This is an optimization exercise on Yosys and OpenROAD, whose aim is small area, a short achievable clock period and few clock cycles per item, not a production implementation. Function was checked by simulation only, so behaviour that the tests miss may differ from the original. Power is estimated from default activity; no workload was simulated.

`config.mk`:
```
export PLATFORM = sky130hd
export DESIGN_NAME = receiver_credit_rate_controller
export DESIGN_NICKNAME = receiver_credit_rate_controller
export VERILOG_FILES = /design/flow/design.v
export SDC_FILE = /design/flow/constraint.sdc
export NUM_CORES = 4
export LEC_CHECK = 0
export CAP_MARGIN = 20
export CORE_MARGIN = 2
export CORE_UTILIZATION = 40
export SLEW_MARGIN = 20
```
`constraint.sdc`:
```
create_clock -name core_clock -period 10.0 [get_ports {aclk}]
set_input_delay 2.0000 -clock core_clock [delete_from_list [all_inputs] [get_ports {aclk}]]
set_output_delay 2.0000 -clock core_clock [all_outputs]
set_load 0.01 [all_outputs]
```
`design.v`:
```
package rcrc_pkg;
    localparam int TIME_BITS = 48;
    localparam int FRAC_BITS = 16;
    localparam int RATE_BITS = 18 + FRAC_BITS;
    localparam logic [31:0] RESET_RTT     = 32'd100000;
    localparam logic [16:0] RESET_NOMINAL = 17'd10000;
    localparam logic [31:0] RESET_SCALE   = 32'd20752;
    localparam logic [31:0] RESET_INTERVAL = 32'd4;
    localparam logic [32:0] RESET_THALF    = 33'd360448000;
    localparam logic [15:0] LOSS_LIMIT = 16'd6553;
    localparam logic [1:0] REG_RTT     = 2'd0;
    localparam logic [1:0] REG_NOMINAL = 2'd1;
    localparam logic [1:0] REG_SCALE   = 2'd2;
endpackage
module rcrc_div10_digit
(
    input  logic [3:0] rem_i,
    input  logic [3:0] nib_i,
    output logic [3:0] q_o,
    output logic [3:0] rem_o
);
    logic [7:0] val;
    assign val = {rem_i, nib_i};
    assign q_o = 4'(val / 8'd10);
    assign rem_o = 4'(val % 8'd10);
endmodule
import rcrc_pkg::*;
module receiver_credit_rate_controller
(
    input  logic        aclk,
    input  logic        aresetn,
    input  logic        s_valid,
    output logic        s_ready,
    input  logic [81:0] s_data,
    output logic        m_valid,
    input  logic        m_ready,
    output logic [84:0] m_data,
    input  logic        cfg_valid,
    output logic        cfg_ready,
    input  logic [1:0]  cfg_index,
    input  logic [31:0] cfg_data
);
    typedef enum logic [3:0] {
        E_IDLE,
        E_LOSS,
        E_R1,
        E_D10,
        E_R2,
        E_CLAMP,
        E_IVSET,
        E_IV
    } eng_t;
    logic [31:0] rtt_reg, scale_reg;
    logic [16:0] nom_reg;
    logic [32:0] thalf_reg;
    logic [31:0] expected_reg, cnum_reg, iv_reg, sent_reg, lost_reg;
    logic        sending_reg;
    logic [47:0] lc_reg, lfb_reg;
    logic [33:0] rate_reg;
    logic [81:0] item_reg, skid_reg;
    logic        item_v, skid_v, s_ready_reg;
    logic        m_valid_reg;
    logic        o_cv, o_late, o_fb;
    logic [31:0] o_cseq;
    eng_t        eng;
    logic [4:0]  cnt;
    logic [1:0]  cmp_reg;    
    logic        th_mode;
    assign s_ready = s_ready_reg;
    assign cfg_ready = 1'b1;
    assign m_valid = m_valid_reg;
    assign m_data = {o_cv, o_cseq, expected_reg, rate_reg[33:16], o_late, o_fb};
    logic [47:0] tick;
    logic        pv, pe;
    logic [31:0] seq;
    assign tick = item_reg[81:34];
    assign pv   = item_reg[33];
    assign seq  = item_reg[32:1];
    assign pe   = item_reg[0];
    logic        go;
    logic        credit, fb, seq_eq, seq_gt;
    logic [47:0] credit_gap, fb_gap;
    logic [32:0] sent_inc;
    logic [33:0] lost_sum;
    logic [31:0] cnum_inc;
    assign go = item_v && (eng == E_IDLE) && (!m_valid_reg || m_ready);
    always_comb begin
        credit_gap = tick - lc_reg;
        fb_gap = tick - lfb_reg;
        credit = sending_reg && (credit_gap > {16'd0, iv_reg});
        fb = fb_gap > {16'd0, rtt_reg};
        seq_eq = seq == expected_reg;
        seq_gt = seq > expected_reg;
        sent_inc = {1'b0, sent_reg} + 33'd1;
        lost_sum = {2'b0, lost_reg} + {2'b0, seq} - {2'b0, expected_reg};
        cnum_inc = cnum_reg + 32'd1;
    end
    logic [49:0] acc;
    logic [35:0] v10;
    logic [3:0]  rem10;
    logic [33:0] ivr;
    logic [15:0] ivd;
    assign acc   = skid_reg[49:0];
    assign v10   = skid_reg[35:0];
    assign rem10 = skid_reg[39:36];
    assign ivr   = skid_reg[33:0];
    assign ivd   = skid_reg[49:34];
    logic [32:0] ls_trial;
    logic        ls_q;
    logic [31:0] ls_rem;
    logic [1:0]  cmp_next;
    logic        lim_bit;
    logic [15:0] lim_c;
    assign lim_c = LOSS_LIMIT;
    logic [49:0] acc_next;
    always_comb begin
        ls_trial = {lost_reg, 1'b0} - {1'b0, sent_reg};
        ls_q = !ls_trial[32];
        ls_rem = ls_q ? ls_trial[31:0] : {lost_reg[30:0], 1'b0};
        lim_bit = lim_c[cnt[3:0]];
        cmp_next = cmp_reg;
        if (cmp_reg == 2'd0) begin
            if (ls_q && !lim_bit) cmp_next = 2'd2;
            else if (!ls_q && lim_bit) cmp_next = 2'd1;
        end
        acc_next = {acc[48:0], 1'b0} + (ls_q ? {16'd0, rate_reg} : 50'd0);
    end
    logic [3:0] d10_q, d10_rem;
    rcrc_div10_digit u_d10 (.rem_i(rem10), .nib_i(v10[35:32]), .q_o(d10_q), .rem_o(d10_rem));
    logic [33:0] floor_q, rate_inc, r1;
    logic [34:0] r2;
    assign floor_q = {nom_reg, 15'd0};
    assign rate_inc = {1'b0, rate_reg[33:1]} + thalf_reg;
    assign r1 = rate_reg - acc[49:16] - 34'(acc[15:0] != 16'd0);
    assign r2 = {1'b0, rate_reg} + {1'b0, v10[33:0]};
    logic iv_lt8, iv_lt16, iv_lt24, iv_lt32;
    always_comb begin
        iv_lt8  = {scale_reg, 8'd0} < {6'd0, rate_reg};
        iv_lt16 = {2'd0, scale_reg} < rate_reg;
        iv_lt24 = {2'd0, scale_reg} < {rate_reg, 8'd0};
        iv_lt32 = {2'd0, scale_reg} < {rate_reg, 16'd0};
    end
    logic [34:0] iv_rs;
    logic [35:0] iv_trial;
    logic        iv_q;
    always_comb begin
        iv_rs = {ivr, ivd[15]};
        iv_trial = {1'b0, iv_rs} - {2'd0, rate_reg};
        iv_q = !iv_trial[35];
    end
    logic skid_v_next, item_v_next, busy_next;
    always_ff @(posedge aclk) begin
        if (go || !item_v) begin
            item_reg <= skid_v ? skid_reg : s_data;
        end
        if (s_valid && s_ready_reg && item_v && !go) begin
            skid_reg <= s_data;
        end
        if (go) begin
            o_cv <= credit;
            o_cseq <= credit ? cnum_inc : 32'd0;
            o_late <= pv && !seq_eq && !seq_gt;
            o_fb <= fb;
        end
        if (!aresetn) begin
            rtt_reg <= RESET_RTT;
            nom_reg <= RESET_NOMINAL;
            scale_reg <= RESET_SCALE;
            thalf_reg <= RESET_THALF;
            expected_reg <= '0;
            cnum_reg <= '0;
            sending_reg <= 1'b1;
            lc_reg <= '0;
            iv_reg <= RESET_INTERVAL;
            lfb_reg <= '0;
            rate_reg <= 34'(RESET_NOMINAL) << 16;
            sent_reg <= '0;
            lost_reg <= '0;
            item_v <= 1'b0;
            skid_v <= 1'b0;
            s_ready_reg <= 1'b1;
            m_valid_reg <= 1'b0;
            eng <= E_IDLE;
            cnt <= '0;
            cmp_reg <= '0;
            th_mode <= 1'b0;
        end else begin
            item_v <= item_v_next;
            skid_v <= skid_v_next;
            s_ready_reg <= !skid_v_next && !busy_next;
            if (go) begin
                m_valid_reg <= !fb;
            end else if (eng == E_IV && cnt == 5'd0) begin
                m_valid_reg <= 1'b1;
            end else if (eng == E_IVSET && !iv_lt32) begin
                m_valid_reg <= 1'b1;
            end else if (m_ready) begin
                m_valid_reg <= 1'b0;
            end
            if (cfg_valid) begin
                case (cfg_index)
                    REG_RTT:     rtt_reg <= cfg_data;
                    REG_NOMINAL: nom_reg <= cfg_data[16:0];
                    REG_SCALE:   scale_reg <= cfg_data;
                    default:     ;
                endcase
            end
            if (go) begin
                if (credit) begin
                    sent_reg <= sent_inc[32] ? 32'hFFFF_FFFF : sent_inc[31:0];
                    lc_reg <= tick;
                end
                if (pv && seq_gt) begin
                    cnum_reg <= expected_reg;
                end else if (credit) begin
                    cnum_reg <= cnum_inc;
                end
                if (pv) begin
                    if (pe) sending_reg <= 1'b0;
                    if (seq_eq) expected_reg <= expected_reg + 32'd1;
                    if (seq_gt) lost_reg <= lost_sum[33:32] != 2'd0 ? 32'hFFFF_FFFF : lost_sum[31:0];
                end
                if (fb) begin
                    lfb_reg <= tick;
                    eng <= E_LOSS;
                    cnt <= 5'd15;
                    cmp_reg <= 2'd0;
                    th_mode <= 1'b0;
                    skid_reg[49:0] <= '0;
                end
            end
            case (eng)
                E_LOSS: begin
                    if (cnt == 5'd15 && (sent_reg == 32'd0 || lost_reg == 32'd0)) begin
                        rate_reg <= rate_inc;
                        eng <= E_IVSET;
                    end else if (cnt == 5'd15 && lost_reg >= sent_reg) begin
                        rate_reg <= floor_q;
                        eng <= E_IVSET;
                    end else begin
                        lost_reg <= ls_rem;
                        cmp_reg <= cmp_next;
                        skid_reg[49:0] <= acc_next;
                        cnt <= cnt - 5'd1;
                        if (cmp_next == 2'd1) begin
                            rate_reg <= rate_inc;
                            eng <= E_IVSET;
                        end else if (cnt == 5'd0) begin
                            eng <= (cmp_next == 2'd2) ? E_R1 : E_IVSET;
                            if (cmp_next != 2'd2) rate_reg <= rate_inc;
                        end
                    end
                end
                E_R1: begin
                    rate_reg <= r1;
                    skid_reg[39:0] <= {4'd0, 2'd0, r1};
                    cnt <= 5'd8;
                    eng <= E_D10;
                end
                E_D10: begin
                    skid_reg[39:0] <= {d10_rem, v10[31:0], d10_q};
                    cnt <= cnt - 5'd1;
                    if (cnt == 5'd0) eng <= E_R2;
                end
                E_R2: begin
                    if (th_mode) begin
                        thalf_reg <= v10[32:0];
                        th_mode <= 1'b0;
                        eng <= E_IDLE;
                    end else begin
                        skid_reg[34:0] <= r2;
                        eng <= E_CLAMP;
                    end
                end
                E_CLAMP: begin
                    if (skid_reg[34]) begin
                        rate_reg <= {34{1'b1}};
                    end else if (skid_reg[33:0] < floor_q) begin
                        rate_reg <= floor_q;
                    end else begin
                        rate_reg <= skid_reg[33:0];
                    end
                    eng <= E_IVSET;
                end
                E_IVSET: begin
                    sent_reg <= '0;
                    lost_reg <= '0;
                    iv_reg <= '0;
                    if (!iv_lt32) begin
                        iv_reg <= 32'hFFFF_FFFF;
                        eng <= E_IDLE;
                    end else begin
                        eng <= E_IV;
                        if (iv_lt8) begin
                            skid_reg[49:0] <= {16'd0, scale_reg[25:0], 8'd0};
                            cnt <= 5'd7;
                        end else if (iv_lt16) begin
                            skid_reg[49:0] <= {16'd0, 2'd0, scale_reg};
                            cnt <= 5'd15;
                        end else if (iv_lt24) begin
                            skid_reg[49:0] <= {scale_reg[7:0], 8'd0, 10'd0, scale_reg[31:8]};
                            cnt <= 5'd23;
                        end else begin
                            skid_reg[49:0] <= {scale_reg[15:0], 18'd0, scale_reg[31:16]};
                            cnt <= 5'd31;
                        end
                    end
                end
                E_IV: begin
                    skid_reg[33:0] <= iv_q ? iv_trial[33:0] : iv_rs[33:0];
                    skid_reg[49:34] <= {ivd[14:0], 1'b0};
                    iv_reg <= {iv_reg[30:0], iv_q};
                    cnt <= cnt - 5'd1;
                    if (cnt == 5'd0) eng <= E_IDLE;
                end
                default: ;
            endcase
            if (cfg_valid && cfg_index == REG_NOMINAL && (eng == E_IDLE || th_mode)) begin
                skid_reg[39:0] <= {4'd0, 36'({cfg_data[16:0], 3'd0} + {cfg_data[16:0], 1'd0} + 21'(cfg_data[16:0])) << 15};
                cnt <= 5'd8;
                th_mode <= 1'b1;
                eng <= E_D10;
            end
        end
    end
    always_comb begin
        busy_next = (eng != E_IDLE)
            && !(eng == E_IV && cnt == 5'd0)
            && !(eng == E_IVSET && !iv_lt32)
            && !(eng == E_R2 && th_mode);
        if (go && fb) busy_next = 1'b1;
        if (cfg_valid && cfg_index == REG_NOMINAL && (eng == E_IDLE || th_mode)) busy_next = 1'b1;
        item_v_next = item_v;
        skid_v_next = skid_v;
        if (go || !item_v) begin
            item_v_next = skid_v || (s_valid && s_ready_reg);
            skid_v_next = 1'b0;
        end else if (s_valid && s_ready_reg) begin
            skid_v_next = 1'b1;
        end
    end
endmodule
```
`run.sh`:
```
#!/bin/bash
# synth_recipe.tcl (not shown) runs the flow's synth.tcl, then flattens the netlist and writes it again
# the make line also repeats each setting of config.mk as NAME=value (left out here)
make -C /OpenROAD-flow-scripts/flow DESIGN_CONFIG=/design/flow/config.mk WORK_HOME=/design/flow/orfs CLKGATE_MAP_FILE= SYNTH_SCRIPT=/design/flow/synth_recipe.tcl finish
```
==> flow_metrics.py <==
metrics = {
    "sta": {
        "hold_violations": 0,
        "fin_setup_tns_ns": 0,
        "tightest_slew_ns": 1.26,
        "holdWs_ns": 0.454,
        "fin_crit_sh_pct": 73.0,
        "finClkSkew_ns": 0.0436,
        "rsz0062_at_grt": "false",
        "report.final.setup_viol": 0,
        "fmax_mhz": 137,
        "drv_slew": 0,
        "fin_ws_ns": 2.70,
        "post-route-min-period_ns": 7.30,
        "maxSlewHeadroom_pct": 16.2,
    },
    "setup_path": {
        "cp.arrival_ns": 7.91,
        "crit_path_frequent_cell": "o21ai_0",
        "cp_slowest_cell": "o21ai_0",
        "crit_type": "register to register",
        "critPathBufInv": 1,
        "endpoint_kind": "register",
        "crit_chain": "ha_1, nor2b_1, o2111ai_1, and3_1, o311a_1, o21ai_0, a21oi_1, o21ai_0, xor2_1, ha_1, and4_1, nand4_1, nor4_1, nand2_1, a2111oi_0, o2111a_1, o311ai_0, nor4_1, nand4_1, nand2_4, buf_4, o22ai_1, o21ai_0",
        "r2r_slack_ns": 2.70,
        "max_stage_delay_ns": 0.59,
        "crit_path_start_kind": "register",
        "critPathMaxFanout": 45,
        "cp_top_family": "compound AO/OA/AOI/OAI gates",
        "required_ns": 10.61,
    },
    "floorplan": {
        "die_area_mm2": 0.142,
        "die_h_um": 377,
        "placement_rows": 136,
        "die_width_um": 377,
        "initial_core_util_pct": 40.4,
        "core_region_area_mm2": 0.138,
        "ios": 209,
    },
    "grt": {
        "grt_antenna_before_repair": 10,
        "grt_start_max_net_pins": 129,
        "grt_pass1_vias": 52202,
        "grt.total_usage_pct": 31.2,
        "grt_overflow": 0,
        "grt_first_pass_wirelength_um": 336000,
    },
    "logic_synthesis": {
        "synth.cell_area_mm2": 0.0556,
        "yosysTopAreaCellShare_pct": 17.0,
        "synth_cell_type_count": 93,
        "ys.warnings.count": 1,
        "synth_edf_count": 149,
        "ys_seq_elements": 620,
        "yosysTopAreaCell": "dfxtp_1",
        "netlist_top_cells_area": "dfxtp_1 (17%), ha_1 (14%), edfxtp_1 (8.0%)",
        "syn_avg_cell_area_um2": 7.79,
        "syn_nets": 7935,
        "synth-seq-area-share_pct": 25.0,
        "ys.flop_type": "dfxtp_1",
        "synth_cells": 7137,
        "async_flop_share_pct": 0,
    },
    "power": {
        "ir_drop_v": 0.000300,
        "p_per_area_mw_per_mm2": 334,
        "p_leak_nw": 25.0,
    },
    "route": {
        "wl_per_cell_um": 25.1,
        "num_vias": 55995,
        "viasPerCell": 6.17,
        "drc": 0,
        "firstDrtPassIters": 6,
        "postRouteAntennaNets": 0,
        "drt_iter0_drc": 5930,
        "wl_um": 228000,
    },
    "clock_network": {
        "cts_tree": "yes",
        "htree_levels": 3,
        "clk_pin_slew_ns": 0.06,
        "cts_root_buffer": "clkbuf_16",
        "cts_buffers": 79,
        "cts_buffer_depth": 3,
        "cts_resized": 0,
        "clock_latency_ns": 0.72,
        "cts.sinks": 620,
        "hold_buffers": 0,
        "cts_setup_buffers": 0,
    },
    "place": {
        "portBuffers": 207,
        "gp_congestion": 1.05,
        "dp_hpwl_um": 176000,
        "pre_cts_slack_ns": 2.87,
    },
    "finish": {
        "drive_gt1_share_pct": 6.13,
        "final_common_cell": "nand2_1",
        "utilization_pct": 45.3,
        "layout_common_cells": "nand2_1 (762), a21oi_1 (753), ha_1 (621)",
        "num-nets-final": 8010,
        "area_growth_pct": 12.3,
    },
    "outcome": {
        "status": "timing/DRC/antenna clean",
    },
    "hold_path": {
        "min_path_type": "register to register",
    },
    "job": {
        "maxCapViolations": 0,
    },
}
[Yosys cell counts (all sizes together) (86+ instances only)]
master / n
a211oi: 116
a21o: 162
a21oi: 755
clkbuf: 282
dfxtp: 471
edfxtp: 149
ha: 621
inv: 551
mux2: 96
nand2: 764
nand3: 259
nand4: 91
nor2: 522
nor3: 143
o21ai: 401
o31ai: 86
xnor2: 229
xor2: 134
[worst register-to-register path, stage by stage, from the launching register on]
cell and delay [ns]:
edfxtp_1 0.52, ha_1 0.34, nor2b_1 0.17, o2111ai_1 0.15
and3_1 0.20, o311a_1 0.39, o21ai_0 0.59, a21oi_1 0.26
o21ai_0 0.27, xor2_1 0.12, ha_1 0.31, and4_1 0.22
nand4_1 0.12, nor4_1 0.41, nand2_1 0.10, a2111oi_0 0.48
o2111a_1 0.29, o311ai_0 0.16, nor4_1 0.30, nand4_1 0.21
nand2_4 0.50, buf_4 0.47, o22ai_1 0.37, o21ai_0 0.27
[logic make-up (layout without fill, tap and decap cells)]
logic type               count (synthesis)  after routing  share of synthesized area (%)
other                                    1              7                        0.00675
multiplexers                           177            177                           3.40
AO/OA/AOI/OAI                         2183           2183                           24.9
flip-flops                             620            620                           25.0
AND/OR/NAND/NOR                       2221           2221                           18.7
buffers and inverters                  894           1035                           6.23
XOR/XNOR                               363            363                           5.72
adder cells (fa/ha/maj)                678            678                           16.0
[path summary, 6_finish.rpt]
path,cells after the start,from,to
max,23,item_reg[35],skid_reg[47]
min,2,lfb_reg[40],lfb_reg[40]
max reg2reg,23,item_reg[35],skid_reg[47]
min reg2reg,2,lfb_reg[40],lfb_reg[40]
[metrics by stage]
step           cells  instance area, µm²  power, mW
2_1_floorplan   7137               55600       13.3
3_3_place_gp    8924               59600       17.3
3_5_place_dp    8924               59600       17.4
4_1_cts         9071               62400       20.5
5_1_grt         9072               62400       22.3
6_report        9078               62400       20.8
[power by group]
group          switching [mW]  internal, mW
sequential              0.681          3.05
combinational            8.77          5.30
clock                    1.28          1.78
[metal layers]
layer,wire length (µm),GRT usage [%],vias up
li1,-,-,26074
met1,99800,42.8,26816
met2,96400,47.2,2555
met3,20200,5.51,546
met4,11900,14.6,4
met5,30,0,-
[final cells by class]
class                   count  area [µm²]
fillers                 13732       75300
diodes                      6        15.0
well taps                1794        2240
repair buffers            335        3040
clock buffers              99        2110
clock inverters            48         619
flip-flops and latches    620       13900
inverters                 553        2080
multi-input cells        5623       38400
Testbench counts, summed over its fixed seeds: cycles 24,631, items 9,600.

[afterwards: timing with drivers on the ports]
Ports are ideal in the flow. The routed layout listed here was re-timed in OpenROAD.
Step 1 assumes that a clkbuf_16 drives the clock port and a buf_2 every other input.
Step 2, shift: input delay + t, output delay - t, t = (earliest + latest rising clock arrival at the registers) / 2. This alone moves slack from input paths to output paths.
Slacks: ideal / step 1 / step 2; pairs: ideal / step 1.
shift t [ns]: 0.782
setup slack, ns: 2.699 / 2.699 / 2.699
worst setup path after step 2: register to register
slew at the worst register clock pin (ns): 0.06 / 0.06
After both steps setup and hold are still met in this run. For this run, drivers alone change the setup slack by 0.000 ns; drivers and shift together by 0.000 ns.
